Background: an optimization exercise with open tools, aiming at small area and a short achievable clock period. Do not read the settings as production practice.
At most, simulation tests tie the RTL to the original design; equivalence was not proved.
No functional check of the RTL was part of runs 1, 2 and 5.
Power and IR drop assume default switching activity.

`flow/config.mk`:
```
export PLATFORM = sky130hd
export DESIGN_NAME = psum_accumulator
export DESIGN_NICKNAME = psum_accumulator
export VERILOG_FILES = /design/flow/design.v
export SDC_FILE = /design/flow/constraint.sdc
export NUM_CORES = 4
export LEC_CHECK = 0
export ABC_AREA = 1
export CAP_MARGIN = 20
export CORE_MARGIN = 2
export CORE_UTILIZATION = 55
export SETUP_SLACK_MARGIN = 5
export SLEW_MARGIN = 20
export BUFFER_PORTS_ARGS = -buffer_cell sky130_fd_sc_hd__buf_2
export CTS_ARGS = -sink_clustering_enable -repair_clock_nets -sink_clustering_size 20 -sink_clustering_max_diameter 40 -buf_list sky130_fd_sc_hd__clkbuf_8 -dont_use_dummy_load
```
`flow/constraint.sdc`:
```
create_clock -name core_clock -period 9.0 [get_ports {clk}]
set_input_delay 1.8000 -clock core_clock [delete_from_list [all_inputs] [get_ports {clk}]]
set_output_delay 1.8000 -clock core_clock [all_outputs]
set_load 0.01 [all_outputs]
```
`flow/design.v`:
```
package psum_acc_pkg;
  function automatic integer store_width(input integer t_d_size, input integer f_width);
    store_width = t_d_size + $clog2(f_width - 1);
  endfunction
endpackage
module psum_line_buffer #(
  parameter int DEPTH = 32,
  parameter int WIDTH = 39
) (
  input  logic             clk,
  input  logic             i_shift,
  input  logic [WIDTH-1:0] i_wdata,
  output logic [WIDTH-1:0] o_head
);
  logic [WIDTH-1:0] r_mem [DEPTH];
  always_ff @(posedge clk) begin
    if (i_shift) begin
      r_mem[0] <= i_wdata;
      for (int i = 1; i < DEPTH; i++) r_mem[i] <= r_mem[i-1];
    end
  end
  assign o_head = r_mem[DEPTH-1];
endmodule
module psum_accumulator #(
  parameter int T_D_SIZE = 37,
  parameter int O_D_SIZE = 16,
  parameter int F_WIDTH  = 5,
  parameter int LINE_LEN = 32
) (
  input  logic                       clk,
  input  logic                       rst,
  input  logic                       clk_en,
  input  logic [T_D_SIZE-1:0]        psum_i,
  input  logic                       psum_valid_i,
  output logic                       psum_ready_o,
  input  logic [T_D_SIZE-1:0]        bias_i,
  input  logic [4:0]                 shift_i,
  output logic [O_D_SIZE-1:0]        out_data_o,
  output logic                       out_valid_o,
  input  logic                       out_ready_i,
  output logic [$clog2(F_WIDTH)-1:0] pass_o,
  output logic                       row_done_o
);
  localparam int SW = psum_acc_pkg::store_width(T_D_SIZE, F_WIDTH);
  localparam int FW = SW + 1;
  localparam int PW = $clog2(F_WIDTH);
  localparam int CW = (LINE_LEN > 1) ? $clog2(LINE_LEN) : 1;
  localparam logic [CW-1:0] COL_LAST  = CW'(LINE_LEN - 1);
  localparam logic [PW-1:0] PASS_LAST = PW'(F_WIDTH - 1);
  localparam int FB = 2;                    
  localparam int NF = 1 << FB;              
  localparam int UW = O_D_SIZE + NF - 1;    
  logic [CW-1:0]       r_col;
  logic [PW-1:0]       r_pass;
  logic                r_first;    
  logic                r_final;    
  logic [UW-1:0]       r_res_u;     
  logic [FB-1:0]       r_res_fine;  
  logic                r_res_fits;  
  logic                r_res_neg;   
  logic                r_out_valid;
  logic                r_row_done;
  logic                w_accept;
  logic                w_col_wrap;
  logic [SW-1:0]       w_head;
  logic [FW-1:0]       w_sum;
  assign psum_ready_o = clk_en & ~(r_final & r_out_valid & ~out_ready_i);
  assign w_accept     = psum_valid_i & psum_ready_o;
  assign w_col_wrap   = (r_col == COL_LAST);
  psum_line_buffer #(
    .DEPTH (LINE_LEN),
    .WIDTH (SW)
  ) u_line_buffer (
    .clk     (clk),
    .i_shift (w_accept),
    .i_wdata (w_sum[SW-1:0]),
    .o_head  (w_head)
  );
  logic [FW-1:0] w_head_x;
  logic [FW-1:0] w_psum_x;
  logic [FW-1:0] w_bias_x;
  assign w_head_x = {w_head[SW-1], w_head};
  assign w_psum_x = {{(FW-T_D_SIZE){psum_i[T_D_SIZE-1]}}, psum_i};
  assign w_bias_x = {{(FW-T_D_SIZE){bias_i[T_D_SIZE-1]}}, bias_i};
  logic [FW-1:0] w_head_g;
  logic [FW-1:0] w_bias_g;
  assign w_head_g = r_first ? '0 : w_head_x;
  assign w_bias_g = r_final ? w_bias_x : '0;
  logic [FW-1:0] w_cs_s;
  logic [FW-1:0] w_cs_c;
  assign w_cs_s = w_head_g ^ w_psum_x ^ w_bias_g;
  assign w_cs_c = {(w_head_g[FW-2:0] & w_psum_x[FW-2:0]) |
                   (w_head_g[FW-2:0] & w_bias_g[FW-2:0]) |
                   (w_psum_x[FW-2:0] & w_bias_g[FW-2:0]), 1'b0};
  assign w_sum  = w_cs_s + w_cs_c;
  function automatic logic sum_bit(input logic [FW-1:0] v, input integer j);
    sum_bit = (j >= FW) ? v[FW-1] : v[j];
  endfunction
  localparam int NC = 32 / NF;
  logic [NC-1:0] w_co_oh;
  always_comb begin
    for (int k = 0; k < NC; k++) w_co_oh[k] = (shift_i[4:FB] == (5 - FB)'(k));
  end
  logic [UW-1:0] w_u;
  always_comb begin
    for (int i = 0; i < UW; i++) begin
      w_u[i] = 1'b0;
      for (int k = 0; k < NC; k++) w_u[i] = w_u[i] | (w_co_oh[k] & sum_bit(w_sum, i + k * NF));
    end
  end
  logic [FW-2:0] w_top_mask;   
  logic [FW-2:0] w_nb_eq;      
  always_comb begin
    for (int j = 0; j < FW - 1; j++) begin
      w_top_mask[j] = ({27'd0, shift_i} + O_D_SIZE - 1 <= j);
      w_nb_eq[j]    = (w_sum[j] == w_sum[j+1]);
    end
  end
  logic w_fits;
  assign w_fits = &(w_nb_eq | ~w_top_mask);
  logic [O_D_SIZE-1:0] w_shl;
  always_comb begin
    for (int i = 0; i < O_D_SIZE; i++) w_shl[i] = r_res_u[i + r_res_fine];
  end
  assign out_data_o = r_res_fits ? w_shl : {r_res_neg, {(O_D_SIZE-1){~r_res_neg}}};
  always_ff @(posedge clk or posedge rst) begin
    if (rst) begin
      r_col       <= '0;
      r_pass      <= '0;
      r_first     <= 1'b1;
      r_final     <= 1'b0;
      r_res_u     <= '0;
      r_res_fine  <= '0;
      r_res_fits  <= 1'b1;
      r_res_neg   <= 1'b0;
      r_out_valid <= 1'b0;
      r_row_done  <= 1'b0;
    end else if (clk_en) begin
      r_row_done <= 1'b0;
      if (r_out_valid && out_ready_i) begin
        r_out_valid <= 1'b0;
      end
      if (w_accept) begin
        r_col <= w_col_wrap ? '0 : r_col + 1'b1;
        if (r_final) begin
          r_res_u     <= w_u;
          r_res_fine  <= shift_i[FB-1:0];
          r_res_fits  <= w_fits;
          r_res_neg   <= w_sum[FW-1];
          r_out_valid <= 1'b1;
        end
        if (w_col_wrap) begin
          if (r_final) begin
            r_pass     <= '0;
            r_first    <= 1'b1;
            r_final    <= 1'b0;
            r_row_done <= 1'b1;
          end else begin
            r_pass     <= r_pass + 1'b1;
            r_first    <= 1'b0;
            r_final    <= (r_pass == PASS_LAST - 1'b1);
          end
        end
      end
    end
  end
  assign out_valid_o = r_out_valid;
  assign pass_o      = r_pass;
  assign row_done_o  = r_row_done;
endmodule
```
`flow/flow/run.sh`:
```
#!/bin/bash
# Standard ORFS layout, with port buffers built from a plain buffer cell
# instead of the flow's default pick (a slow delay cell).
set -euo pipefail
cat flow/extra.mk >> config.mk
bash standard.sh > standard.log 2>&1
```
`flow/flow/extra.mk`:
```
export BUFFER_PORTS_ARGS = -buffer_cell sky130_fd_sc_hd__buf_2
export CTS_ARGS = -sink_clustering_enable -repair_clock_nets -sink_clustering_size 20 -sink_clustering_max_diameter 40 -buf_list sky130_fd_sc_hd__clkbuf_8 -dont_use_dummy_load
```
`flow/standard.sh`:
```
#!/bin/bash
# synth_recipe.tcl (not shown) runs the flow's synth.tcl, then flattens the netlist and writes it again
# the make line also repeats each setting of config.mk as NAME=value (left out here)
make -C /OpenROAD-flow-scripts/flow DESIGN_CONFIG=/design/flow/config.mk WORK_HOME=/design/flow/orfs CLKGATE_MAP_FILE= SYNTH_SCRIPT=/design/flow/synth_recipe.tcl "${@:-finish}"
```
==> results of run 1 <==
## power by group through the flow
| stage | clock network (W) | registers (W) | logic [W] |
|---|---|---|---|
| 4_1_cts | 0.00313 | 0.00725 | 0.00341 |
| 3_5_place_dp | 0 | 0.00740 | 0.00293 |
| 2_1_floorplan | 0 | 0.00734 | 0.00182 |
| 5_1_grt | 0.00333 | 0.00728 | 0.00453 |
| 3_3_place_gp | 0 | 0.00739 | 0.00291 |
| 6_report | 0.00299 | 0.00724 | 0.00420 |
## per-stage QoR
stage | cell area [sq um] | total power [W] | utilization, % | hold slack (ns) | worst slack, ns
after floorplan | 46630 | 0.009159 | - | 0.4003 | 2.826
after global placement | 48560 | 0.01030 | 57.93 | 0.4003 | 3.507
after detailed placement | 48560 | 0.01032 | 57.93 | 0.4045 | 3.334
after CTS | 51460 | 0.01380 | 61.39 | 0.3243 | 4.954
after global routing | 53110 | 0.01514 | 63.37 | 0.3446 | 4.770
final | 53110 | 0.01443 | 63.37 | 0.3368 | 4.856
## layout by cell type, fill, tap and decap left out, types with 11 or more instances in the layout
cell      count
a21oi_1      33
a21oi_2      13
buf_2       102
buf_4        77
buf_6        20
clkbuf_8    132
dfrtp_1      30
edfxtp_1   1248
fa_1         33
ha_1         11
ha_4         31
inv_1       307
inv_2        42
nand2_1     501
nand2_2      95
nand2_4      76
nand3_1      84
nand3_2      13
nand3_4      14
nor2_1       96
nor2_2       21
o211ai_1     11
o21ai_0      62
o21ai_1      16
o22ai_1      27
## state kept, by name (all words and copies together), names as in the netlist, 2 cells and up
signal	cells
r_res_fine	2
r_pass	3
r_col	5
r_res_u	19
u_line_buffer.r_mem	1248
## worst max-delay path by stage
stage	to	cells past startpoint	slack, ns
3_3_place_gp	u_line_buffer.r_mem[22][0]	8	3.51
5_1_grt	r_res_fits	26	4.77
2_1_floorplan	r_res_u[0]	12	2.83
3_5_place_dp	u_line_buffer.r_mem[22][0]	8	3.33
4_1_cts	u_line_buffer.r_mem[30][27]	7	4.95
6_report	r_res_u[5]	23	4.86
## repair_timing
action / in CTS / in global routing
buffers inserted: 28 / 63
gates resized for setup: 218 / 273
setup endpoints to repair: 420 / 252
gates cloned: 1 / 0
endpoints found under the hold margin: 0 / 0
hold buffers: 0 / 0
pin swaps: 49 / 108
## kinds of logic after synthesis
| kind of cell | after synthesis |
|---|---|
| AO/OA/AOI/OAI | 214 |
| XOR/XNOR | 7 |
| adder cells (fa/ha/maj) | 85 |
| buffers and inverters | 389 |
| flip-flops | 1283 |
| AND/OR/NAND/NOR | 952 |
## worst reg2reg max path, delay by kind of cell, from the launching register on
family | cells | cell delay, ns
compound gates | 3 | 0.39
xor+xnor | 1 | 0.15
simple gates | 8 | 0.84
fa+ha+maj | 3 | 0.88
buf+inv | 10 | 0.94
flops | 1 | 0.71
## layer usage
layer  wire (um)  part of all wire, %  vias up  global-route usage (%)
li1            -                    -    10820                       -
met1       41230                   47    11510                   29.97
met2       38670                   44      640                   29.33
met3        4900                  5.6      143                   4.112
met4        2435                  2.8        4                   7.478
met5          24                0.028        -                       0
## area by class of cell
cell class | count | share of cell area [%]
sequential | 1283 | 72.23
timing repair buffer | 212 | 2.982
inverter | 357 | 2.610
clock buffer | 132 | 3.420
tap | 1134 | 2.671
multi-input combinational | 1258 | 16.08
antenna | 1 | 0.004711
==> notes.md, run 1 <==
worst reg2reg path depth 25; post-DR vias/cell 5.281; number of global-route vias before repair 22360; crit end category flop; main combinational cell family by area after synthesis simple AND/OR/NAND/NOR gates; Die Area just under 90000 sq um; die height 295.0 um; top cells by area, synth edfxtp_1 (80%), nand2_1 (5.0%), inv_1 (2.8%); DIE WIDTH 295.0 um; Synth Cell Area 46590 sq um; Slew Limit Fails 0; clk_skew 0.09493 ns; CP delay by family, top adder cells; simple-gate portion of the synthesized area under 10%; final WL 87270 um; Most common cell on crit path inv_2; initial antenna violation count 4; GRT Total Usage roughly 20%; layout cells sized above 1 a little under a quarter; DR pass1 iterations 6; ys flop type edfxtp_1; combinational share of power 29.1%; r2r endpoint r_res_u[5]; top-count cell post-synth edfxtp_1; Root Buffer Master clkbuf_8; Worst EP arrival roughly 4.8 ns; WHS Endpoint u_line_buffer.r_mem[19][16]; clock sink total approximately 1300; crit start category primary input; Net Sw Frac 31.87%; dpl cells 4152; post-synth top area share 80.44%; core box area 83820 sq um; Post-synth ARST share around 2.7%; Hold Crit Class flop to flop; Synth Net Count 3099; CTS Buf Count 132; CP Launch Point bias_i[1]; adder-cell share of the synthesized area a little under 3%; Synth top cells by count edfxtp_1 (1248), nand2_1 (622), inv_1 (346); H-tree Lvls 4; EDFF count, synth about 1200; Period Utilization, post-route 46.04%; cell taking the most area after synthesis edfxtp_1; post-DP HPWL 55130 um; Pwr Density 271.7 nW/um^2; first-pass GRT wire length 128600 um; register area share after synthesis 82.33%; Worst-path clk slew 0.09 ns; GRT overflow 0; Worst Hold Launch u_line_buffer.r_mem[18][16]; number of routed nets with antenna violations 0; Routability Congestion 0.8518; initial DRC count 1972; Tmin final 4.144 ns; crit-path cells buf_6 > nand2_4 > fa_1 > inv_2 > ha_4 > inv_2 > fa_2 > inv_2 > nand2_2 > nand2_4 > nand2_8 > inv_2 > nand2_2 > nand3_4 > buf_12 > xnor2_4 > inv_2 > a21oi_2 > o21ai_2 > nor3_1 > o211ai_1 > nand2_1 > inv_1; Bufs on Longest Clock Path 3; # setup viols final 0; internal power 0.009833 W; mux contribution to synthesized area 0%; Worst R2R Start r_first; nets 3413; final setup TNS 0 ns; Core Rows roughly 110; Sw Pwr 0.004599 W; Finished Layout Cells 4377; largest net degree at the start of global routing 194; Worst-Skew Late Latency 0.80 ns; FF-to-FF setup slack 4.93 ns; Starting Density a little under three fifths; status timing/DRC/antenna clean; clock share of power approximately a fifth; Slowest-stage cell, CP fa_1; RSZ-0062 raised after global routing yes; sequential share of power 50.2%; TritonCTS clock tree done; drt wl/cell 19.94 um; slowest stage delay, CP 0.48 ns; XOR/XNOR share of the synthesized area 0.1316%; pin slew with the least headroom to its limit 1.208 ns; CP required 9.62 ns; Worst slew margin 19.44%; register area 38370 sq um; Port Buffer Count 105; Post-Syn Area per Cell 15.90 sq um; area of the multi-input gates 8539 sq um; Worst Path Max Fanout 3; synth warn 3; Yosys reg bits roughly 1300; Via Count ~23000; Max IR drop VDD about 0.15 mV; static leakage 19.39 nW; drc violations 0; fillers 6045; Synth Area in Compound Gates between 2 and 3%; crit path buf inv count 8; Hold Path Depth 0; Area Growth Syn to Fin 14.01%; gate count after technology mapping 2930; count of max-cap constraint violations 0; IO Count 106; final hold violation count 0; Synth cell types 51; crit path kind primary input to flop; Max Fclk 241.3 MHz
==> inputs of run 2 (changes only) <==
--- a/flow/config.mk
+++ b/flow/config.mk
@@ -9,6 +9,7 @@
 export CAP_MARGIN = 20
 export CORE_MARGIN = 2
 export CORE_UTILIZATION = 55
+export PLACE_DENSITY = 0.72
 export SETUP_SLACK_MARGIN = 5
 export SLEW_MARGIN = 20
 export BUFFER_PORTS_ARGS = -buffer_cell sky130_fd_sc_hd__buf_2
==> run 2 against run 1 <==
  * Still clean
  * Clock power barely moved
  * Flip-flop and latch count did not move
  * Non-clock buffer count down 2
  * Die area stayed put
  * Design area shrank 0.27%
  * Largest cell class unchanged
==> notes.md, run 2 <==
Synth Net Count 3099 (unchanged); Pwr Density 269.6 nW/um^2 (-0.78%); max FFs per register 1248 (unchanged); Core Rows 106 (unchanged); Sw Pwr 0.004584 W (-0.32%); final WL 91920 um (+5.3%); H-tree Lvls 4 (unchanged); nets 3414 (+0.029%); biggest regs u_line_buffer.r_mem (1248), r_res_u (19), r_col (5); Die Area 87050 sq um (unchanged); TritonCTS clock tree done; Starting Density 55.58% (unchanged); final setup TNS 0 ns (unchanged); top cells by area, synth edfxtp_1 (80%), nand2_1 (5.0%), inv_1 (2.8%); top-count cell post-synth edfxtp_1; dpl cells 4154 (+0.048%); count of max-cap constraint violations 0 (unchanged); area of the multi-input gates 8499 sq um (-0.47%); fillers 5879 (-2.7%); core box area 83820 sq um (unchanged); Routability Congestion 0.9087 (+6.7%); Root Buffer Master clkbuf_8; clock share of power 21.0% (+0.3 points); DIE WIDTH 295.0 um (unchanged); static leakage 19.33 nW (-0.30%); Net Sw Frac 32.10% (+0.24 points); cell taking the most area after synthesis edfxtp_1; Hold Crit Class flop to flop; CTS Buf Count 133 (+0.76%); Tmin final 4.166 ns (+0.02151 ns); Period Utilization, post-route 46.28% (+0.24 points); Via Count 23560 (+1.9%); Worst slew margin 30.02% (+11 points); total power 0.01428 W (-1.0%); crit end category flop; Post-Syn Area per Cell 15.90 sq um (unchanged); drc violations 0 (unchanged); pin slew with the least headroom to its limit 1.046 ns (-0.1626 ns); Post-synth ARST share 2.728% (unchanged); CP required 9.54 ns (-0.08 ns); commonest non-fill, non-tap cell in the layout edfxtp_1; area post-placement 48570 sq um (about the same); Worst-path clk slew 0.11 ns (+0.02 ns); Worst EP arrival 4.71 ns (-0.05 ns); first-pass GRT wire length 134900 um (+4.9%); final hold violation count 0 (unchanged); register area 38370 sq um (about the same); number of routed nets with antenna violations 0 (unchanged); GRT Total Usage 20.90% (+0.90 points); largest net degree at the start of global routing 192 (-1.0%); Worst-Skew Late Latency 0.79 ns (about the same); GRT overflow 0 (unchanged); internal power 0.009696 W (-1.4%); IO Count 106 (unchanged); most frequent cells in the layout edfxtp_1 (1248), nand2_1 (517), inv_1 (321); Finished Layout Cells 4379 (+0.046%); status timing/DRC/antenna clean; synth warn 3 (unchanged); ys flop type edfxtp_1; Reg with most FFs u_line_buffer.r_mem; clock sink total 1283 (unchanged); Bufs on Longest Clock Path 3 (unchanged); Area Growth Syn to Fin 13.71%; Max Fclk 240.1 MHz (-0.52%); Synth top cells by count edfxtp_1 (1248), nand2_1 (622), inv_1 (346); crit start category primary input; drt wl/cell 20.99 um (+5.3%); Yosys reg bits 1283 (unchanged); Worst Path Max Fanout 3 (unchanged); post-DP HPWL 58030 um (+5.3%); RSZ-0062 raised after global routing yes; die height 295.0 um (unchanged); initial antenna violation count 5 (+1); clk_skew 0.1068 ns (+0.01189 ns); post-DR vias/cell 5.379 (+1.9%); EDFF count, synth 1248 (unchanged); Synth Cell Area 46590 sq um (unchanged); layout cells sized above 1 22.05% (-0.47 points); sequential share of power 50.8% (+0.6 points); Synth cell types 51 (unchanged); DR pass1 iterations 8 (+2); gate count after technology mapping 2930 (unchanged); combinational share of power 28.2% (-0.9 points); post-synth top area share 80.44% (unchanged); initial DRC count 2394 (+21%); Hold WS 0.3095 ns (-0.02733 ns); register area share after synthesis 82.33% (unchanged); Max IR drop VDD 0.1413 mV (-4.3%); Slew Limit Fails 0 (unchanged); number of global-route vias before repair 23160 (+3.5%); # setup viols final 0 (unchanged); Port Buffer Count 105 (unchanged); Design Area, Final 52970 sq um (-0.27%); crit path kind primary input to flop
[run 2: changes by cell type in the layout (fill, tap and decap cells not counted), sizes merged]
cell      change
diode         +1
clkinvlp      +2
clkbuf        +2
buf           -3
[run 2: kinds of logic after synthesis]
group                      after synthesis  share of synthesized area, %
DFF                                   1283                         82.33
and+or+nand+nor                        952                         8.678
buffers and inverters                  389                         3.220
AOI/OAI and AO/OA                      214                         2.715
adders and majority gates               85                         2.927
xor gates and xnor gates                 7                        0.1316
[run 2: power groups by stage]
stage                     Sequential (W)  Clock [W]  Combinational [W]
after global placement           0.00738          0            0.00291
after floorplan                  0.00734          0            0.00182
after detailed placement         0.00739          0            0.00293
final                            0.00725    0.00300            0.00403
after global routing             0.00729    0.00335            0.00430
after CTS                        0.00727    0.00315            0.00333
[run 2: area by class of cell]
cell class | instances | share of cell area (%)
Timing Repair inverter | 2 | 0.02834
Tap cell | 1134 | 2.679
Timing Repair Buffer | 210 | 2.735
Inverter | 357 | 2.617
Clock buffer | 133 | 3.456
Antenna cell | 2 | 0.009448
Sequential cell | 1283 | 72.43
Multi-Input combinational cell | 1258 | 16.05
[run 2: path summary, 6_finish.rpt]
check | from | endpoint | slack, ns | cells past startpoint
worst min register to register | u_line_buffer.r_mem[23][31] | u_line_buffer.r_mem[24][31] | 0.31 | 0
worst max register to register | r_first | r_res_u[9] | 4.98 | 26
worst min-delay path | u_line_buffer.r_mem[23][31] | u_line_buffer.r_mem[24][31] | 0.31 | 0
min in group asynchronous | rst | r_col[4] | 1.18 | 3
max in group asynchronous | rst | r_res_u[12] | 7.41 | 3
worst max-delay path | clk_en | r_out_valid | 4.83 | 25
[run 2: per-stage QoR]
stage / setup slack (ns) / utilization [%]
floorplan: 2.826 / -
global placement: 3.157 / 57.95
detailed placement: 3.094 / 57.95
CTS: 4.877 / 61.50
global route: 4.752 / 63.20
finish: 4.834 / 63.20
[run 2: worst max-delay path, stage by stage]
cell and delay (ns):
buf_6 0.07, inv_2 0.04, buf_4 0.12, buf_4 0.13, buf_4 0.13, buf_4 0.12
buf_4 0.12, buf_4 0.12, buf_4 0.12, buf_4 0.12, buf_4 0.12, buf_4 0.12
buf_4 0.12, buf_4 0.12, buf_4 0.13, buf_4 0.12, buf_4 0.13, buf_4 0.12
buf_4 0.12, buf_4 0.12, buf_4 0.12, buf_4 0.13, buf_4 0.14, nor2_2 0.11
a22oi_1 0.08
[run 2: metal layers]
metal	global-route usage (%)	up-vias	part of all wire (%)
li1	-	10820	-
met1	31.37	11800	47
met2	31.01	749	44
met3	4.120	178	6.0
met4	7.218	4	2.8
met5	0	-	0.029
[run 2: timing repair]
item,4_1_cts,5_1_grt
endpoints found under the setup margin,193,419
hold endpoints to repair,0,0
gates resized for setup,196,269
setup buffers,50,38
cloned,2,0
hold buffers,0,0
pin swaps,43,70
==> inputs of run 3 (changes only) <==
--- a/flow/design.v
+++ b/flow/design.v
@@ -47,7 +47,7 @@
   localparam int CW = (LINE_LEN > 1) ? $clog2(LINE_LEN) : 1;
   localparam logic [CW-1:0] COL_LAST  = CW'(LINE_LEN - 1);
   localparam logic [PW-1:0] PASS_LAST = PW'(F_WIDTH - 1);
-  localparam int FB = 2;                    
+  localparam int FB = 3;                    
   localparam int NF = 1 << FB;              
   localparam int UW = O_D_SIZE + NF - 1;    
   logic [CW-1:0]       r_col;
--- a/flow/config.mk
+++ b/flow/config.mk
@@ -9,7 +9,6 @@
 export CAP_MARGIN = 20
 export CORE_MARGIN = 2
 export CORE_UTILIZATION = 55
-export PLACE_DENSITY = 0.72
 export SETUP_SLACK_MARGIN = 5
 export SLEW_MARGIN = 20
 export BUFFER_PORTS_ARGS = -buffer_cell sky130_fd_sc_hd__buf_2
==> run 3 against run 2 <==
  * Critical endpoint is now r_res_fits
  * Global-route usage is 1.5 points lower
  * Sequential power rose by 0.7%
  * Critical path type unchanged
  * Register-to-register slack improved by 0.13 ns
  * Clock power about the same
  * Clock-buffer cell count decreased by 3
  * Total power down 4.0%
  * Non-clock buffer count is 50 lower
  * First-iteration DRC count down 18%
  * Area after synthesis fell by 0.57%
  * Cell count shrank 3.7%
==> notes.md, run 3 <==
status timing/DRC/antenna clean; Starting Density 55.44% (-0.14 points); Post-Syn Area per Cell 16.10 sq um (+1.3%); Finished Layout Cells 4218 (-3.7%); H-tree Lvls 4 (unchanged); Routability Congestion 0.8623 (-5.1%); Die Area 86560 sq um (-0.57%); final hold violation count 0 (unchanged); GRT overflow 0 (unchanged); biggest regs u_line_buffer.r_mem (1248), r_res_u (23), r_col (5); IO Count 106 (unchanged); Bufs on Longest Clock Path 3 (unchanged); core box area 83560 sq um (-0.32%); die height 294.2 um (-0.28%); nets 3307 (-3.1%); final WL 83780 um (-8.9%); CTS Buf Count 130 (-2.3%); EDFF count, synth 1248 (unchanged); CP delay by family, top simple AND/OR/NAND/NOR gates; Yosys reg bits 1288 (+0.39%); CP required 9.66 ns (+0.12 ns); layout cells sized above 1 18.37% (-3.7 points); Synth Net Count 3046 (-1.7%); crit path kind primary input to flop; Most common cell on crit path nand2_1; final setup TNS 0 ns (unchanged); register area share after synthesis 83.07% (+0.74 points); number of global-route vias before repair 21850 (-5.6%); Root Buffer Master clkbuf_8; Hold WS 0.3622 ns (+0.05268 ns); static leakage 18.82 nW (-2.6%); post-DR vias/cell 5.326 (-0.98%); count of max-cap constraint violations 0 (unchanged); dpl cells 4043 (-2.7%); Slew Limit Fails 0 (unchanged); gate count after technology mapping 2877 (-1.8%); post-DP HPWL 53310 um (-8.1%); crit path buf inv count 5 (-78%); ys flop type edfxtp_1; Period Utilization, post-route 45.89% (-0.40 points); slowest stage delay, CP 0.54 ns (+0.40 ns); Synth top cells by count edfxtp_1 (1248), nand2_1 (622), inv_1 (341); # setup viols final 0 (unchanged); first-pass GRT wire length 125400 um (-7.1%); TritonCTS clock tree done; Synth Cell Area 46320 sq um (-0.57%); Hold Crit Class flop to flop; Tmin final 4.130 ns (-0.03572 ns); Worst EP arrival 4.79 ns (+0.08 ns); top-count cell post-synth edfxtp_1; most frequent cells in the layout edfxtp_1 (1248), nand2_1 (533), inv_1 (320); initial antenna violation count 4 (-1); Slowest-stage cell, CP fa_1; GRT Total Usage 19.37% (-1.5 points); Worst slew margin 22.95% (-7.1 points); crit end category flop; Worst Path Max Fanout 4 (+1); synth warn 3 (unchanged); Max Fclk 242.1 MHz (+0.87%); top cells by area, synth edfxtp_1 (81%), nand2_1 (5.0%), inv_1 (2.8%); RSZ-0062 raised after global routing yes; Synth cell types 48 (-5.9%); Reg with most FFs u_line_buffer.r_mem; crit start category primary input; cell taking the most area after synthesis edfxtp_1; Core Rows 106 (unchanged); commonest non-fill, non-tap cell in the layout edfxtp_1; pin slew with the least headroom to its limit 1.141 ns (+0.09546 ns); Max IR drop VDD 0.1532 mV (+8.4%); Pwr Density 265.1 nW/um^2 (-1.6%); DIE WIDTH 294.2 um (-0.28%); initial DRC count 1967 (-18%); Port Buffer Count 105 (unchanged); largest net degree at the start of global routing 190 (-1.0%); Worst-Skew Late Latency 0.80 ns (about the same); fillers 6061 (+3.1%); Final Util 61.90% (-1.3 points); Worst-path clk slew 0.10 ns (about the same); drt wl/cell 19.86 um (-5.4%); number of routed nets with antenna violations 0 (unchanged); clock sink total 1288 (+0.39%); max FFs per register 1248 (unchanged); Via Count 22470 (-4.6%); clk_skew 0.08296 ns (-0.02386 ns); post-synth top area share 80.91% (+0.46 points); DR pass1 iterations 5 (-3); Post-synth ARST share 3.106% (+0.38 points); drc violations 0 (unchanged); Area Growth Syn to Fin 11.66%
==> run 3: cell count changes after synthesis, moves of 6 or more <==
cell	previous run	this run
nand3_1	103	111
a221oi_1	1	7
o22ai_1	29	23
nor3_1	15	4
inv_2	11	1
nand2_2	46	28
nand2_4	9	0
nor2_1	124	112
nand4_1	6	15
==> run 3: per-layer routing <==
| metal | wire length, um | GRT usage, % | vias to the layer above |
|---|---|---|---|
| met5 | 0 | 0 | - |
| met4 | 1933 | 6.346 | 0 |
| met3 | 4555 | 3.995 | 136 |
| met2 | 36480 | 27.81 | 551 |
| met1 | 40810 | 29.93 | 11220 |
| li1 | - | - | 10560 |
==> run 3: through the flow <==
stage	total power (W)	worst slack, ns	area, sq um
finish	0.01371	4.870	51720
CTS	0.01344	4.840	50660
global placement	0.01014	3.500	48310
floorplan	0.009130	2.982	46440
global route	0.01441	4.724	51720
detailed placement	0.01016	3.525	48310
==> run 3: final timing paths <==
kind | cells past startpoint | startpoint | slack [ns] | to
setup / recovery | 25 | psum_i[1] | 4.87 | r_res_fits
hold / removal | 0 | u_line_buffer.r_mem[8][11] | 0.36 | u_line_buffer.r_mem[9][11]
setup reg to reg | 25 | r_first | 5.11 | r_res_fits
hold reg to reg | 0 | u_line_buffer.r_mem[8][11] | 0.36 | u_line_buffer.r_mem[9][11]
max in group asynchronous | 3 | rst | 7.34 | r_res_fine[2]
min in group asynchronous | 3 | rst | 1.18 | r_row_done
==> run 3: cell type report <==
class | instances | area, sq um | area share (%)
Multi-Input combinational cell | 1208 | 7654 | 14.80
Tap cell | 1080 | 1351 | 2.613
Clock buffer | 130 | 1789 | 3.459
Timing Repair Buffer | 160 | 1090 | 2.107
Sequential cell | 1288 | 38490 | 74.42
Inverter | 347 | 1320 | 2.552
Antenna cell | 2 | 5.005 | 0.009676
Timing Repair inverter | 3 | 22.52 | 0.04354
==> run 3: report_power, final <==
part	switching [W]	internal (W)
Clock	0.00170	0.00128
Combinational	0.00234	0.00109
Sequential	0.000173	0.00713
==> run 3: repair_timing <==
item / CTS / global route
cloned: 3 / 1
setup buffers: 19 / 20
pin swaps: 12 / 37
hold buffers: 0 / 0
endpoints found under the setup margin: 81 / 438
resized for setup: 144 / 204
==> run 3: cells by family after synthesis <==
group / synth area share (%)
flip-flops: 83.07
AND/OR/NAND/NOR: 8.101
buffers and inverters: 3.093
AO/OA/AOI/OAI: 2.561
adder cells (fa/ha/maj): 2.944
XOR/XNOR: 0.1864
multiplexers: 0.04322
==> inputs of run 4 (changes only) <==
==> flow/flow/extra.mk (replaced) <==
export BUFFER_PORTS_ARGS = -buffer_cell sky130_fd_sc_hd__buf_4
==> flow/config.mk (replaced) <==
export PLATFORM = sky130hd
export DESIGN_NAME = psum_accumulator
export DESIGN_NICKNAME = psum_accumulator
export VERILOG_FILES = /design/flow/design.v
export SDC_FILE = /design/flow/constraint.sdc
export NUM_CORES = 4
export LEC_CHECK = 0
export CAP_MARGIN = 20
export CORE_MARGIN = 2
export CORE_UTILIZATION = 40
export CTS_BUF_LIST = sky130_fd_sc_hd__clkbuf_8
export CTS_CLUSTER_DIAMETER = 40
export CTS_CLUSTER_SIZE = 20
export SETUP_SLACK_MARGIN = 5
export SLEW_MARGIN = 20
export BUFFER_PORTS_ARGS = -buffer_cell sky130_fd_sc_hd__buf_4
==> run 4 against run 3 <==
  * Critical path type unchanged
  * Worst setup slack lost 0.83 ns
  * Global-route usage shrank 5.7 points
  * Clock skew decreased by 0.019 ns
  * Highest routed layer is now met5
  * Flip-flop and latch count did not move
  * Total power fell by 11%
  * Worst hold slack improved by 0.019 ns
  * Synthesized cell count decreased by 21%
  * Non-clock buffer count up 48
  * Still clean on timing, DRC and antenna
  * Combinational power shrank about 70%
  * First-iteration DRC count up 9.9%
==> notes.md, run 4 <==
DR pass1 iterations 5 (unchanged); top-count cell post-synth edfxtp_1; H-tree Lvls 4 (unchanged); Period Utilization, post-route 55.06% (+9.2 points); CP required 9.71 ns (+0.05 ns); top cells by area, synth edfxtp_1 (83%), dfrtp_1 (2.1%), fa_1 (1.8%); pin slew with the least headroom to its limit 1.083 ns (-0.05858 ns); CP delay by family, top compound AO/OA/AOI/OAI gates; Worst R2R Start r_first; Worst-Skew Late Latency 0.83 ns (+0.03 ns); Worst Hold Launch u_line_buffer.r_mem[6][12]; final WL 80400 um (-4.0%); Via Count 20400 (-9.2%); crit start category primary input; TritonCTS clock tree done; crit-path cells buf_6 > inv_2 > fa_1 > inv_2 > ha_4 > fa_2 > a211o_1 > a21oi_2 > buf_4 > o211a_4 > xnor2_4 > xor2_1 > a22oi_1 > o21ai_1 > a2111oi_2 > nand2_1 > or4_4 > o31ai_4; Worst Path Max Fanout 3 (-1); Design Area, Final 53580 sq um (+3.6%); largest net degree at the start of global routing 208 (+9.5%); Most common cell on crit path inv_2; GRT overflow 0 (unchanged); status timing/DRC/antenna clean; EDFF count, synth 1248 (unchanged); first-pass GRT wire length 120800 um (-3.7%); initial antenna violation count 7 (+3); Synth Net Count 2455 (-19%); Synth Cell Area 45340 sq um (-2.1%); count of max-cap constraint violations 0 (unchanged); Synth cell types 86 (+79%); ys flop type edfxtp_1; register area share after synthesis 84.87% (+1.8 points); Pwr Density 226.7 nW/um^2 (-15%); layout cells sized above 1 26.42% (+8.1 points); Hold Crit Class flop to flop; cell taking the most area after synthesis edfxtp_1; Yosys reg bits 1288 (unchanged); biggest regs u_line_buffer.r_mem (1248), r_res_u (23), r_col (5); post-DR vias/cell 4.862 (-8.7%); crit path buf inv count 4 (-1); Tmin final 4.955 ns (+0.8255 ns); nets 2748 (-17%); Core Rows 123 (+16%); Routability Congestion 0.8689 (+0.77%); commonest non-fill, non-tap cell in the layout edfxtp_1; CTS Buf Count 139 (+6.9%); fillers 9193 (+52%); Die Area 116100 sq um (+34%); final setup TNS 0 ns (unchanged); CP Launch Point psum_i[1]; Synth top cells by count edfxtp_1 (1248), nand2_1 (147), inv_1 (125); Slowest-stage cell, CP or4_4; crit path kind primary input to flop; Post-CTS Hold Buffers 0 (unchanged); Max IR drop VDD 0.1013 mV (-34%); DIE WIDTH 340.7 um (+16%); slowest stage delay, CP 0.56 ns (+0.02 ns); Root Buffer Master clkbuf_8; number of routed nets with antenna violations 0 (unchanged); max FFs per register 1248 (unchanged); post-synth top area share 82.65% (+1.7 points); Post-Syn Area per Cell 19.83 sq um (+23%); clock sink total 1288 (unchanged); Starting Density 40.30% (-15 points); Reg with most FFs u_line_buffer.r_mem; Max Fclk 201.8 MHz (-17%); crit end category flop; number of global-route vias before repair 20420 (-6.5%); most frequent cells in the layout edfxtp_1 (1248), buf_4 (149), clkbuf_8 (142); synth warn 3 (unchanged); Post-synth ARST share 3.106% (unchanged); Area Growth Syn to Fin 18.17%; die height 340.7 um (+16%); core box area 112500 sq um (+35%); static leakage 18.28 nW (-2.9%); area post-placement 47950 sq um (-0.75%); Worst EP arrival 5.66 ns (+0.87 ns); Worst slew margin 27.82% (+4.9 points); GRT Total Usage 13.68% (-5.7 points); drt wl/cell 19.16 um (-3.6%); gate count after technology mapping 2286 (-21%); # setup viols final 0 (unchanged); IO Count 106 (unchanged); Slew Limit Fails 0 (unchanged); initial DRC count 2161 (+9.9%); Worst-path clk slew 0.10 ns (about the same); Port Buffer Count 105 (unchanged); post-DP HPWL 46910 um (-12%); drc violations 0 (unchanged); RSZ-0062 raised after global routing yes; clk_skew 0.06434 ns (-0.01862 ns); final hold violation count 0 (unchanged); Bufs on Longest Clock Path 3 (unchanged)
[run 4: where the power goes]
group / internal [W] / total [W] / switching (W)
Sequential: 0.00684 / 0.00692 / 0.0000768
Clock: 0.00187 / 0.00419 / 0.00232
Combinational: 0.000412 / 0.00104 / 0.000626
Total: 0.00912 / 0.0121 / 0.00302
[run 4: cell families after synthesis]
logic type               synth area share, %
flip-flops                             84.87
AND/OR/NAND/NOR                        3.612
AO/OA/AOI/OAI                          4.023
buffers and inverters                  1.727
adder cells (fa/ha/maj)                3.008
multiplexers                           1.634
XOR/XNOR                               1.129
[run 4: worst paths after layout]
path | to | slack (ns) | depth (start not counted)
max | r_res_fits | 4.04 | 18
min | u_line_buffer.r_mem[7][12] | 0.38 | 0
max reg2reg | r_res_fits | 4.17 | 19
min reg2reg | u_line_buffer.r_mem[7][12] | 0.38 | 0
min in group asynchronous | r_pass[0] | 1.13 | 3
max in group asynchronous | r_res_fine[0] | 7.40 | 3
[run 4: timing repair]
item | 4_1_cts | 5_1_grt
setup endpoints to repair | 72 | 54
gates resized for setup | 242 | 114
cloned | 3 | 0
pin swaps | 89 | 63
buffers inserted | 53 | 31
[run 4: final cells by class]
class | instances | area [sq um] | share of cell area [%]
flip-flops and latches | 1288 | 38490 | 71.84
multi-input cells | 813 | 7522 | 14.04
clock buffers | 142 | 1954 | 3.648
repair buffers | 208 | 1943 | 3.627
well taps | 1500 | 1877 | 3.503
clock inverters | 115 | 1266 | 2.363
inverters | 129 | 523.0 | 0.9761
diodes | 2 | 5.005 | 0.009341
[run 4: through the flow]
step                util [%]  hold slack (ns)  setup slack (ns)  cells  power, W
global placement       42.62           0.4003             2.585   3850  0.007803
floorplan                  -           0.4003             3.529   2286  0.007521
detailed placement     42.62           0.4045             2.578   3850  0.007813
global route           47.62           0.3832             3.951   4196   0.01264
finish                 47.63           0.3809             4.045   4197   0.01214
CTS                    46.93           0.3669             4.081   4163   0.01222
[run 4: worst register-to-register path, stage by stage, from the launching register on]
cell and delay (ns):
dfstp_4 0.76, buf_6 0.16, buf_16 0.12, nand2b_4 0.12, fa_1 0.43, inv_2 0.13
ha_4 0.23, buf_4 0.13, a211o_1 0.33, a21oi_2 0.16, buf_4 0.14, o211a_4 0.22
xnor2_4 0.11, xor2_1 0.17, a22oi_1 0.23, o21ai_1 0.10, a2111oi_2 0.33, nand2_1 0.11
or4_4 0.56, o31ai_4 0.18
[run 4: routing by layer]
metal / global-route usage (%) / vias to the layer above / share of wire, %
met5: 0.1634 / - / 0.047
met4: 4.827 / 6 / 2.2
met3: 4.640 / 162 / 7.8
met2: 18.79 / 617 / 43
met1: 20.25 / 10310 / 47
li1: - / 9305 / -
==> inputs of run 5 (changes only) <==
--- a/flow/design.v
+++ b/flow/design.v
@@ -50,13 +50,14 @@
   localparam int FB = 3;                    
   localparam int NF = 1 << FB;              
   localparam int UW = O_D_SIZE + NF - 1;    
+  localparam int NG = 4;                    
   logic [CW-1:0]       r_col;
   logic [PW-1:0]       r_pass;
   logic                r_first;    
   logic                r_final;    
   logic [UW-1:0]       r_res_u;     
-  logic [FB-1:0]       r_res_fine;  
-  logic                r_res_fits;  
+  logic [NF-1:0]       r_res_fine;  
+  logic [NG-1:0]       r_res_fits;  
   logic                r_res_neg;   
   logic                r_out_valid;
   logic                r_row_done;
@@ -116,13 +117,30 @@
       w_nb_eq[j]    = (w_sum[j] == w_sum[j+1]);
     end
   end
-  logic w_fits;
-  assign w_fits = &(w_nb_eq | ~w_top_mask);
+  localparam int NP = FW - O_D_SIZE;        
+  localparam int GS = (NP + NG - 1) / NG;   
+  logic [FW-2:0] w_pair_ok;
+  assign w_pair_ok = w_nb_eq | ~w_top_mask;
+  logic [NG-1:0] w_fits_g;
+  always_comb begin
+    for (int g = 0; g < NG; g++) begin
+      w_fits_g[g] = 1'b1;
+      for (int j = O_D_SIZE - 1 + g * GS; j < O_D_SIZE - 1 + (g + 1) * GS; j++)
+        if (j < FW - 1) w_fits_g[g] = w_fits_g[g] & w_pair_ok[j];
+    end
+  end
   logic [O_D_SIZE-1:0] w_shl;
   always_comb begin
-    for (int i = 0; i < O_D_SIZE; i++) w_shl[i] = r_res_u[i + r_res_fine];
+    for (int i = 0; i < O_D_SIZE; i++) begin
+      w_shl[i] = 1'b0;
+      for (int f = 0; f < NF; f++) w_shl[i] = w_shl[i] | (r_res_fine[f] & r_res_u[i + f]);
+    end
   end
-  assign out_data_o = r_res_fits ? w_shl : {r_res_neg, {(O_D_SIZE-1){~r_res_neg}}};
+  logic [NF-1:0] w_fine_oh;
+  always_comb begin
+    for (int f = 0; f < NF; f++) w_fine_oh[f] = (shift_i[FB-1:0] == FB'(f));
+  end
+  assign out_data_o = (&r_res_fits) ? w_shl : {r_res_neg, {(O_D_SIZE-1){~r_res_neg}}};
   always_ff @(posedge clk or posedge rst) begin
     if (rst) begin
       r_col       <= '0;
@@ -130,8 +148,8 @@
       r_first     <= 1'b1;
       r_final     <= 1'b0;
       r_res_u     <= '0;
-      r_res_fine  <= '0;
-      r_res_fits  <= 1'b1;
+      r_res_fine  <= NF'(1);
+      r_res_fits  <= '1;
       r_res_neg   <= 1'b0;
       r_out_valid <= 1'b0;
       r_row_done  <= 1'b0;
@@ -144,8 +162,8 @@
         r_col <= w_col_wrap ? '0 : r_col + 1'b1;
         if (r_final) begin
           r_res_u     <= w_u;
-          r_res_fine  <= shift_i[FB-1:0];
-          r_res_fits  <= w_fits;
+          r_res_fine  <= w_fine_oh;
+          r_res_fits  <= w_fits_g;
           r_res_neg   <= w_sum[FW-1];
           r_out_valid <= 1'b1;
         end
==> flow/flow/extra.mk (replaced) <==
export BUFFER_PORTS_ARGS = -buffer_cell sky130_fd_sc_hd__buf_2
export CTS_ARGS = -sink_clustering_enable -repair_clock_nets -sink_clustering_size 20 -sink_clustering_max_diameter 40 -buf_list sky130_fd_sc_hd__clkbuf_8 -dont_use_dummy_load
==> flow/config.mk (replaced) <==
export PLATFORM = sky130hd
export DESIGN_NAME = psum_accumulator
export DESIGN_NICKNAME = psum_accumulator
export VERILOG_FILES = /design/flow/design.v
export SDC_FILE = /design/flow/constraint.sdc
export NUM_CORES = 4
export LEC_CHECK = 0
export ABC_AREA = 1
export CAP_MARGIN = 20
export CORE_MARGIN = 2
export CORE_UTILIZATION = 55
export SETUP_SLACK_MARGIN = 5
export SLEW_MARGIN = 20
export BUFFER_PORTS_ARGS = -buffer_cell sky130_fd_sc_hd__buf_2
export CTS_ARGS = -sink_clustering_enable -repair_clock_nets -sink_clustering_size 20 -sink_clustering_max_diameter 40 -buf_list sky130_fd_sc_hd__clkbuf_8 -dont_use_dummy_load
==> run 5 against run 4 <==
  * Clock power fell by 27%
  * Synthesized cell count rose by 19%
  * Design area fell by 3.2%
  * Utilization rose by 15 points
  * Clock-buffer cell count fell by 7
  * Flip-flop and latch count rose by 8
  * Die area fell by 26%
  * First-iteration DRC count fell by 11%
  * Critical endpoint is now out_data_o[2]
  * Largest cell class unchanged
==> notes.md, run 5 <==
Setup WS post-layout 4.841 ns (+0.7968 ns); gate count after technology mapping 2727 (+19%); FF-to-FF setup slack 5.17 ns (+1.00 ns); number of routed nets with antenna violations 0 (unchanged); Core Rows 106 (-14%); pin slew with the least headroom to its limit 1.031 ns (-0.05167 ns); EDFF count, synth 1248 (unchanged); Bufs on Longest Clock Path 3 (unchanged); crit start category flop; Finished Layout Cells 4089 (-2.6%); Reg with most FFs u_line_buffer.r_mem; CP required 7.20 ns (-2.51 ns); top cells by area, synth edfxtp_1 (81%), nand2_1 (4.2%), inv_1 (2.3%); Synth top cells by count edfxtp_1 (1248), nand2_1 (523), inv_1 (286); Routability Congestion 0.8795 (+1.2%); Slew Limit Fails 0 (unchanged); CP Launch Point r_res_fine[1]; TritonCTS clock tree done; Area Growth Syn to Fin 12.16%; initial DRC count 1914 (-11%); Hold Path Depth 0 (unchanged); combinational share of power 24.0% (+15 points); worst reg2reg path depth 15 (-4); Worst slew margin 31.27% (+3.4 points); # setup viols final 0 (unchanged); IO Count 106 (unchanged); Worst EP arrival 2.36 ns (-3.30 ns); GRT Total Usage 19.58% (+5.9 points); Setup Slack @ Placement 3.615 ns (+1.037 ns); layout cells sized above 1 19.98% (-6.4 points); final hold violation count 0 (unchanged); drc violations 0 (unchanged); fillers 6037 (-34%); Hold Crit Class flop to flop; count of max-cap constraint violations 0 (unchanged); Period Utilization, post-route 46.21% (-8.9 points); Synth cell types 55 (-36%); Worst Path Max Fanout 8 (+5); H-tree Lvls 4 (unchanged); Post-synth ARST share 3.704% (+0.60 points); Max IR drop VDD 0.1437 mV (+42%); drt wl/cell 20.51 um (+7.1%); r2r endpoint r_res_u[17]; Setup crit end out_data_o[2]; cell taking the most area after synthesis edfxtp_1; synth warn 3 (unchanged); DR pass1 iterations 5 (unchanged); sequential share of power 53.9% (-3.1 points); nets 3182 (+16%); register area share after synthesis 83.67% (-1.2 points); Port Buffer Count 105 (unchanged); CTS Buf Count 135 (-2.9%); commonest non-fill, non-tap cell in the layout edfxtp_1; Die Area 86400 sq um (-26%); initial antenna violation count 4 (-3); Pwr Density 266.7 nW/um^2 (+18%); Via Count 22090 (+8.3%); Synth Cell Area 46230 sq um (+2.0%); Max Fclk 240.5 MHz (+19%); static leakage 18.49 nW (+1.1%); status timing/DRC/antenna clean; Tmin final 4.159 ns (-0.7968 ns); Post-Syn Area per Cell 16.95 sq um (-15%); Worst-path clk slew 0.11 ns (about the same); internal power 0.009635 W (+5.6%); clock sink total 1296 (+0.62%); Worst R2R Start r_first; most frequent cells in the layout edfxtp_1 (1248), nand2_1 (478), inv_1 (268); die height 293.9 um (-14%); post-DP HPWL 52160 um (+11%); final setup TNS 0 ns (unchanged); DIE WIDTH 293.9 um (-14%); crit path kind flop to primary output; first-pass GRT wire length 125800 um (+4.2%); post-DR vias/cell 5.403 (+11%); core box area 83420 sq um (-26%); Sw Pwr 0.004196 W (+39%); Worst-Skew Late Latency 0.82 ns (about the same); Yosys reg bits 1296 (+0.62%); GRT overflow 0 (unchanged); Starting Density 55.42% (+15 points); RSZ-0062 raised after global routing yes; Synth Net Count 2899 (+18%); max FFs per register 1248 (unchanged); number of global-route vias before repair 21580 (+5.7%); Net Sw Frac 30.34% (+5.5 points); top-count cell post-synth edfxtp_1; biggest regs u_line_buffer.r_mem (1248), r_res_u (23), r_res_fine (8); dpl cells 3892 (+1.1%); final WL 83870 um (+4.3%); Root Buffer Master clkbuf_8; ys flop type edfxtp_1; clk_skew 0.08939 ns (+0.02505 ns); clock share of power 22.1% (-12 points); largest net degree at the start of global routing 198 (-4.8%); post-synth top area share 81.06% (-1.6 points); crit end category primary output
-- run 5: what timing repair did --
item | in CTS | in global routing
gates cloned | 2 | 0
setup buffers | 24 | 34
hold buffers | 0 | 0
endpoints found under the setup margin | 162 | 299
pin swaps | 29 | 51
gates resized for setup | 146 | 178
-- run 5: worst min path at each step --
stage | start | slack [ns] | end
floorplan | u_line_buffer.r_mem[9][0] | 0.40 | u_line_buffer.r_mem[10][0]
global placement | u_line_buffer.r_mem[27][4] | 0.40 | u_line_buffer.r_mem[28][4]
detailed placement | u_line_buffer.r_mem[9][12] | 0.40 | u_line_buffer.r_mem[10][12]
CTS | u_line_buffer.r_mem[2][6] | 0.37 | u_line_buffer.r_mem[3][6]
global route | u_line_buffer.r_mem[24][20] | 0.37 | u_line_buffer.r_mem[25][20]
finish | u_line_buffer.r_mem[24][20] | 0.37 | u_line_buffer.r_mem[25][20]
-- run 5: worst max-delay path, cell delays in order (launching register included) --
cell and delay (ns):
dfrtp_2 0.43, clkinvlp_4 0.17, buf_6 0.13, o211ai_1 0.08, a221oi_1 0.22, nand3_1 0.18, a21oi_2 0.16, o21ai_1 0.07
buf_2 0.14
-- run 5: kinds of logic after synthesis --
logic type	after synthesis	share of synthesized area (%)
flops	1296	83.67
simple gates	754	6.844
buf+inv	332	2.712
compound gates	229	3.099
fa+ha+maj	88	3.031
xor+xnor	28	0.6441
-- run 5: stage by stage --
stage / power [W] / hold WS [ns] / instance area, sq um / utilization [%]
2_1_floorplan: 0.009360 / 0.4003 / 46260 / -
3_3_place_gp: 0.01016 / 0.4004 / 48150 / 57.72
3_5_place_dp: 0.01015 / 0.4045 / 48150 / 57.72
4_1_cts: 0.01355 / 0.3668 / 50740 / 60.83
5_1_grt: 0.01448 / 0.3736 / 51860 / 62.16
6_report: 0.01383 / 0.3715 / 51860 / 62.16
-- run 5: power groups by stage --
stage / combinational (W) / clock (W) / sequential, W
after floorplan: 0.00162 / 0 / 0.00774
after global placement: 0.00259 / 0 / 0.00756
after detailed placement: 0.00259 / 0 / 0.00757
after CTS: 0.00286 / 0.00323 / 0.00747
after global routing: 0.00358 / 0.00341 / 0.00750
final: 0.00332 / 0.00306 / 0.00745
-- run 5: final cells by class --
cell class,instances,area [sq um],share of cell area [%]
sequential,1296,38710,74.65
inverter,292,1124,2.167
tap,1080,1351,2.606
timing repair inverter,1,5.005,0.009651
antenna,1,2.502,0.004826
timing repair buffer,184,1269,2.447
multi-input combinational,1100,7536,14.53
clock buffer,135,1858,3.583
-- run 5: per-layer routing --
metal  vias up  track usage, %  wire (um)
li1      10210               -          -
met1     11100           30.10      39840
met2       609           27.67      36760
met3       170           4.267       4768
met4         4           7.442       2473
met5         -               0         32
==> inputs of run 6 (changes only) <==
--- a/flow/design.v
+++ b/flow/design.v
@@ -56,7 +56,7 @@
   logic                r_first;    
   logic                r_final;    
   logic [UW-1:0]       r_res_u;     
-  logic [NF-1:0]       r_res_fine;  
+  logic [FB-1:0]       r_res_fine;  
   logic [NG-1:0]       r_res_fits;  
   logic                r_res_neg;   
   logic                r_out_valid;
@@ -131,14 +131,7 @@
   end
   logic [O_D_SIZE-1:0] w_shl;
   always_comb begin
-    for (int i = 0; i < O_D_SIZE; i++) begin
-      w_shl[i] = 1'b0;
-      for (int f = 0; f < NF; f++) w_shl[i] = w_shl[i] | (r_res_fine[f] & r_res_u[i + f]);
-    end
-  end
-  logic [NF-1:0] w_fine_oh;
-  always_comb begin
-    for (int f = 0; f < NF; f++) w_fine_oh[f] = (shift_i[FB-1:0] == FB'(f));
+    for (int i = 0; i < O_D_SIZE; i++) w_shl[i] = r_res_u[i + r_res_fine];
   end
   assign out_data_o = (&r_res_fits) ? w_shl : {r_res_neg, {(O_D_SIZE-1){~r_res_neg}}};
   always_ff @(posedge clk or posedge rst) begin
@@ -148,7 +141,7 @@
       r_first     <= 1'b1;
       r_final     <= 1'b0;
       r_res_u     <= '0;
-      r_res_fine  <= NF'(1);
+      r_res_fine  <= '0;
       r_res_fits  <= '1;
       r_res_neg   <= 1'b0;
       r_out_valid <= 1'b0;
@@ -162,7 +155,7 @@
         r_col <= w_col_wrap ? '0 : r_col + 1'b1;
         if (r_final) begin
           r_res_u     <= w_u;
-          r_res_fine  <= w_fine_oh;
+          r_res_fine  <= shift_i[FB-1:0];
           r_res_fits  <= w_fits_g;
           r_res_neg   <= w_sum[FW-1];
           r_out_valid <= 1'b1;
--- a/flow/config.mk
+++ b/flow/config.mk
@@ -9,7 +9,7 @@
 export CAP_MARGIN = 20
 export CORE_MARGIN = 2
 export CORE_UTILIZATION = 55
-export SETUP_SLACK_MARGIN = 5
+export SETUP_SLACK_MARGIN = 4.6
 export SLEW_MARGIN = 20
 export BUFFER_PORTS_ARGS = -buffer_cell sky130_fd_sc_hd__buf_2
 export CTS_ARGS = -sink_clustering_enable -repair_clock_nets -sink_clustering_size 20 -sink_clustering_max_diameter 40 -buf_list sky130_fd_sc_hd__clkbuf_8 -dont_use_dummy_load
==> run 6 against run 5 <==
  * Still clean
  * First-iteration DRC count up 0.31%
  * Combinational power rose by 23%
  * Clock skew up 0.0015 ns
  * Design area shrank 3.8%
  * Clock-buffer cell count did not move
  * Fmax down 2.2%
  * Clock power hardly changed
  * Worst hold slack got worse by 0.051 ns
  * Wire length fell by 3.8%
  * Total power is 5.6% higher
  * Critical endpoint is now r_res_u[22]
==> notes.md, run 6 <==
CP required 9.63 ns (+2.43 ns); cell taking the most area after synthesis edfxtp_1; initial antenna violation count 6 (+2); DIE WIDTH 292.6 um (-0.44%); Slew Limit Fails 0 (unchanged); nets 3112 (-2.2%); Hold Crit Class flop to flop; crit path kind primary input to flop; CP delay by family, top adder cells; simple-gate portion of the synthesized area 6.922% (+0.078 points); XOR/XNOR share of the synthesized area 0.7482% (+0.10 points); post-DR vias/cell 5.298 (-1.9%); DR pass1 iterations 7 (+2); number of routed nets with antenna violations 0 (unchanged); CTS Buf Count 135 (unchanged); mux contribution to synthesized area 0.08738% (+0.087 points); Stages on worst setup path 16 (+8); EDFF count, synth 1248 (unchanged); Post-Syn Area per Cell 16.93 sq um (-0.16%); core box area 82240 sq um (-1.4%); Final Util 60.68% (-1.5 points); final setup TNS 0 ns (unchanged); Yosys reg bits 1291 (-0.39%); fillers 6050 (+0.22%); GRT overflow 0 (unchanged); FF-to-FF setup slack 4.95 ns (-0.22 ns); pin slew with the least headroom to its limit 1.036 ns (+0.004932 ns); gate count after technology mapping 2707 (-0.73%); crit end category flop; slowest stage delay, CP 0.65 ns (+0.22 ns); Post-synth ARST share 3.331% (-0.37 points); Hold Path Depth 0 (unchanged); Pwr Density 292.7 nW/um^2 (+9.8%); clock sink total 1291 (-0.39%); static leakage 18.05 nW (-2.4%); Period Utilization, post-route 47.26% (+1.1 points); Synth cell types 53 (-3.6%); Bufs on Longest Clock Path 3 (unchanged); Worst-path clk slew 0.08 ns (-0.03 ns); final WL 80730 um (-3.8%); RSZ-0062 raised after global routing yes; number of global-route vias before repair 20850 (-3.4%); Starting Density 55.72% (+0.30 points); ys flop type edfxtp_1; Slowest-stage cell, CP fa_1; Synth top cells by count edfxtp_1 (1248), nand2_1 (532), inv_1 (280); clk_skew 0.09090 ns (+0.001518 ns); top cells by area, synth edfxtp_1 (82%), nand2_1 (4.4%), inv_1 (2.3%); Hold WS 0.3202 ns (-0.05130 ns); biggest regs u_line_buffer.r_mem (1248), r_res_u (23), r_col (5); TritonCTS clock tree done; largest net degree at the start of global routing 226 (+14%); worst reg2reg path depth 15 (unchanged); count of max-cap constraint violations 0 (unchanged); Worst-Skew Late Latency 0.78 ns (-0.04 ns); Port Buffer Count 105 (unchanged); main combinational cell family by area after synthesis simple AND/OR/NAND/NOR gates; layout cells sized above 1 11.53% (-8.4 points); drt wl/cell 20.13 um (-1.9%); crit start category primary input; first-pass GRT wire length 120900 um (-3.9%); status timing/DRC/antenna clean; IO Count 106 (unchanged); drc violations 0 (unchanged); commonest non-fill, non-tap cell in the layout edfxtp_1; Routability Congestion 0.9307 (+5.8%); GRT Total Usage 18.96% (-0.62 points); Reg with most FFs u_line_buffer.r_mem; register area share after synthesis 84.15% (+0.48 points); Worst Hold Launch u_line_buffer.r_mem[19][32]; Worst R2R Start r_final; Worst Path Max Fanout 5 (-3); Core Rows 105 (-0.94%); top-count cell post-synth edfxtp_1; die height 292.6 um (-0.44%); Root Buffer Master clkbuf_8; most frequent cells in the layout edfxtp_1 (1248), nand2_1 (525), inv_1 (273); Via Count 21250 (-3.8%); crit path buf inv count 4 (+1); synth warn 3 (unchanged); Worst slew margin 30.94% (-0.33 points); final hold violation count 0 (unchanged); dpl cells 3867 (-0.64%); Die Area 85640 sq um (-0.88%); r2r endpoint r_res_u[15]; post-DP HPWL 51140 um (-2.0%); # setup viols final 0 (unchanged); initial DRC count 1920 (+0.31%); Synth Area in Compound Gates 2.430% (-0.67 points); adder-cell share of the synthesized area 3.031% (about the same); Max IR drop VDD 0.1458 mV (+1.4%); Synth Cell Area 45820 sq um (-0.89%); Max Fclk 235.1 MHz (-2.2%); Area Growth Syn to Fin 8.899%; Tmin final 4.254 ns (+0.09503 ns); Worst EP arrival 4.89 ns (+2.53 ns); max FFs per register 1248 (unchanged); crit-path cells buf_2 > inv_1 > fa_1 > inv_1 > ha_2 > nand2_2 > nor2_2 > nand3_2 > nor2_2 > nand2_1 > nand3_2 > xor2_4 > inv_2 > o22ai_1 > nor3_2 > a21oi_1; WHS Endpoint u_line_buffer.r_mem[20][32]; Finished Layout Cells 4010 (-1.9%); post-synth top area share 81.78% (+0.73 points); Synth Net Count 2878 (-0.72%); H-tree Lvls 4 (unchanged)
run 6: worst reg2reg max path: stages (launching register included):
cell	delay, ns
dfrtp_2	0.48
buf_6	0.36
nand2_1	0.31
fa_1	0.56
inv_1	0.04
ha_1	0.33
nand2_1	0.09
nand2_1	0.10
a21oi_1	0.21
nand2_1	0.14
o21bai_2	0.24
xor2_1	0.55
nand2_1	0.16
o211ai_1	0.17
nor2_1	0.11
a21oi_1	0.13
run 6: final cells by class:
cell class,count,area (sq um),share of cell area [%]
Timing Repair inverter,1,7.507,0.01504
Sequential cell,1291,38570,77.29
Timing Repair Buffer,127,827.0,1.657
Antenna cell,1,2.502,0.005015
Clock buffer,135,1858,3.723
Multi-Input combinational cell,1099,6206,12.44
Inverter,286,1094,2.191
Tap cell,1070,1339,2.683
run 6: how the worst max path moves through the flow:
stage / end / from
6_report: r_res_u[22] / psum_i[18]
5_1_grt: out_data_o[11] / r_res_fine[0]
3_3_place_gp: r_res_u[17] / psum_i[1]
4_1_cts: r_res_u[17] / psum_i[1]
2_1_floorplan: r_res_u[7] / out_ready_i
3_5_place_dp: u_line_buffer.r_mem[25][20] / clk_en
run 6: cell families (layout without fill, tap and decap cells):
logic type,Yosys count,in the layout
flops,1291,1291
xor+xnor,28,28
mux,4,4
buf+inv,317,549
simple gates,785,785
fa+ha+maj,87,87
compound gates,195,195
other cells,0,1
run 6: routing by layer:
layer | GRT usage [%] | vias up | part of all wire (%)
li1 | - | 9961 | -
met1 | 29.81 | 10570 | 49
met2 | 26.92 | 558 | 43
met3 | 3.468 | 150 | 5.5
met4 | 6.667 | 4 | 2.4
met5 | 0 | - | 0.030
run 6: metrics by stage:
| stage | cell area (sq um) | power (W) | worst slack [ns] |
|---|---|---|---|
| after global routing | 49900 | 0.01541 | 4.585 |
| after global placement | 47760 | 0.01153 | 3.631 |
| final | 49900 | 0.01461 | 4.746 |
| after floorplan | 45880 | 0.01018 | -12.41 |
| after detailed placement | 47760 | 0.01151 | 3.530 |
| after CTS | 49670 | 0.01463 | 4.475 |
run 6: repair_timing:
item	4_1_cts	5_1_grt
gates cloned	1	1
pin swaps	0	2
endpoints found under the setup margin	268	396
buffers inserted	0	4
resized for setup	12	38
hold buffers	0	0
run 6: power breakdown:
group | total, W | internal [W] | switching (W)
Clock | 0.00304 | 0.00133 | 0.00171
Combinational | 0.00410 | 0.00112 | 0.00299
Sequential | 0.00747 | 0.00725 | 0.000221
==> inputs of run 7 (changes only) <==
--- a/flow/config.mk
+++ b/flow/config.mk
@@ -9,7 +9,7 @@
 export CAP_MARGIN = 20
 export CORE_MARGIN = 2
 export CORE_UTILIZATION = 55
-export SETUP_SLACK_MARGIN = 4.6
+export SETUP_SLACK_MARGIN = 5
 export SLEW_MARGIN = 20
 export BUFFER_PORTS_ARGS = -buffer_cell sky130_fd_sc_hd__buf_2
 export CTS_ARGS = -sink_clustering_enable -repair_clock_nets -sink_clustering_size 20 -sink_clustering_max_diameter 40 -buf_list sky130_fd_sc_hd__clkbuf_8 -dont_use_dummy_load
==> run 7 against run 6 <==
  * Critical path depth decreased by 10
  * Clock power about the same
  * Die area unchanged
  * Wire length increased by 2.9%
  * Global-route usage increased by 0.36 points
  * Clock skew increased by 0.0030 ns
  * Non-clock buffer count increased by 40
  * Flip-flop and latch count unchanged
  * Sequential power about the same
  * Register-to-register slack improved by 0.23 ns
  * Via count increased by 1.4%
  * Area after synthesis unchanged
  * Critical path type is now flop to primary output
  * Critical endpoint is now out_data_o[1]
==> notes.md, run 7 <==
status timing/DRC/antenna clean; crit-path cells nand4_1 > inv_2 > buf_6 > o21ai_2 > o21ai_1 > buf_2; Worst slew margin 30.61% (-0.32 points); Area Growth Syn to Fin 12.02%; Starting Density 55.72% (unchanged); Synth top cells by count edfxtp_1 (1248), nand2_1 (532), inv_1 (280); DR pass1 iterations 5 (-2); Net Sw Frac 34.25% (+0.63 points); Hold WS 0.3175 ns (-0.002708 ns); Worst-path clk slew 0.08 ns (about the same); Period Utilization, post-route 45.18% (-2.1 points); Core Rows 105 (unchanged); initial antenna violation count 4 (-2); static leakage 18.39 nW (+1.9%); Synth Cell Area 45820 sq um (unchanged); clk_skew 0.09386 ns (+0.002959 ns); Pwr Density 301.8 nW/um^2 (+3.1%); Die Area 85640 sq um (unchanged); Worst Hold Launch u_line_buffer.r_mem[19][32]; die height 292.6 um (unchanged); GRT Total Usage 19.32% (+0.36 points); final setup TNS 0 ns (unchanged); dpl cells 3867 (unchanged); ys flop type edfxtp_1; WL met3 4002 um (-9.6%); post-synth top area share 81.78% (unchanged); max FFs per register 1248 (unchanged); Max Fclk 246.0 MHz (+4.6%); DIE WIDTH 292.6 um (unchanged); commonest non-fill, non-tap cell in the layout edfxtp_1; GRT overflow 0 (unchanged); Root Buffer Master clkbuf_8; biggest regs u_line_buffer.r_mem (1248), r_res_u (23), r_col (5); Post-CTS Hold Buffers 0 (unchanged); Slowest-stage cell, CP dfstp_2; # setup viols final 0 (unchanged); register area 38570 sq um (about the same); Hold Path Depth 0 (unchanged); Sw Pwr 0.005307 W (+8.1%); crit path kind flop to primary output; Via Count 21540 (+1.4%); post-DP HPWL 51140 um (unchanged); top-count cell post-synth edfxtp_1; post-DR vias/cell 5.317 (+0.36%); Max IR drop VDD 0.1454 mV (-0.26%); Post-Syn Area per Cell 16.93 sq um (unchanged); clock sink total 1291 (unchanged); Slew Limit Fails 0 (unchanged); WL met1 40680 um (+2.5%); nets 3154 (+1.3%); sequential share of power 48.2% (-2.9 points); pin slew with the least headroom to its limit 1.041 ns (+0.004860 ns); Worst R2R Start r_final; CP required 7.20 ns (-2.43 ns); WHS Endpoint u_line_buffer.r_mem[20][32]; fillers 5942 (-1.8%); layout cells sized above 1 18.85% (+7.3 points); final WL 83070 um (+2.9%); Finished Layout Cells 4052 (+1.0%); H-tree Lvls 4 (unchanged); internal power 0.01019 W (+5.0%); main combinational cell family by area after synthesis simple AND/OR/NAND/NOR gates; Routability Congestion 0.9307 (unchanged); gate count after technology mapping 2707 (unchanged); CP Launch Point r_res_fits[0]; XOR/XNOR share of the synthesized area 0.7482% (unchanged); Worst EP arrival 2.27 ns (-2.62 ns); Synth Area in Compound Gates 2.430% (unchanged); EDFF count, synth 1248 (unchanged); most frequent cells in the layout edfxtp_1 (1248), nand2_1 (475), inv_1 (262); simple-gate portion of the synthesized area 6.922% (unchanged)
run 7: cell types whose count changed in the layout (fill, tap and decap cells not counted), moves of 24 or more:
| cell | previous run | this run |
|---|---|---|
| nand2_1 | 525 | 475 |
| o21ai_0 | 74 | 34 |
| ha_1 | 44 | 11 |
| nand2_2 | 16 | 49 |
| buf_4 | 11 | 41 |
| nor2_1 | 132 | 102 |
| o21ai_1 | 7 | 31 |
run 7: cell type report:
class	count	area share (%)
Antenna cell	1	0.004875
Inverter	286	2.148
Clock buffer	135	3.620
Timing Repair inverter	3	0.04388
Tap cell	1070	2.608
Multi-Input combinational cell	1099	14.01
Timing Repair Buffer	167	2.418
Sequential cell	1291	75.15
run 7: kinds of logic after synthesis:
group,Yosys count
mux,4
flops,1291
xor+xnor,28
fa+ha+maj,87
simple gates,785
compound gates,195
buf+inv,317
run 7: worst max-delay path: cells and delay by family, from the launching register on:
family                 cells  cell delay (ns)
DFF                        1             0.55
buffers and inverters      3             0.51
and+or+nand+nor            1             0.25
AOI/OAI and AO/OA          2             0.22
run 7: how the worst max path moves through the flow:
stage                             endpoint  slack, ns  cells after the start
2_1_floorplan                   r_res_u[7]     -12.41                     10
3_3_place_gp                   r_res_u[17]       3.63                     18
3_5_place_dp   u_line_buffer.r_mem[25][20]       3.53                      8
4_1_cts                     out_data_o[15]       4.89                      8
5_1_grt                      out_data_o[1]       4.84                      6
6_report                     out_data_o[1]       4.93                      6
run 7: layer usage:
metal	track usage, %	vias up
met1	30.26	10810
met4	6.842	4
met3	3.339	138
met2	27.68	527
li1	-	10060
met5	0	-
run 7: power by group through the flow:
stage / Combinational (W) / Sequential (W) / Clock, W
3_3_place_gp: 0.00396 / 0.00757 / 0
2_1_floorplan: 0.00241 / 0.00778 / 0
6_report: 0.00499 / 0.00747 / 0.00304
4_1_cts: 0.00438 / 0.00747 / 0.00318
3_5_place_dp: 0.00393 / 0.00758 / 0
5_1_grt: 0.00539 / 0.00751 / 0.00338
run 7: what timing repair did:
action | in CTS | in global routing
endpoints found under the setup margin | 444 | 146
pin swaps | 21 | 52
gates cloned | 7 | 1
resized for setup | 141 | 205
setup buffers | 20 | 20
run 7: stage by stage:
stage | util (%) | setup slack, ns | area, sq um
2_1_floorplan | - | -12.41 | 45880
3_3_place_gp | 58.08 | 3.631 | 47760
3_5_place_dp | 58.08 | 3.530 | 47760
4_1_cts | 61.17 | 4.888 | 50310
5_1_grt | 62.41 | 4.838 | 51330
6_report | 62.41 | 4.934 | 51330

Setup slack of run 7, layout unchanged: 4.934 ns with ideal ports, 4.867 ns with driving cells assumed (clock clkbuf_16, inputs buf_2), 4.229 ns with port delays also shifted by the 0.819 ns mid clock arrival.
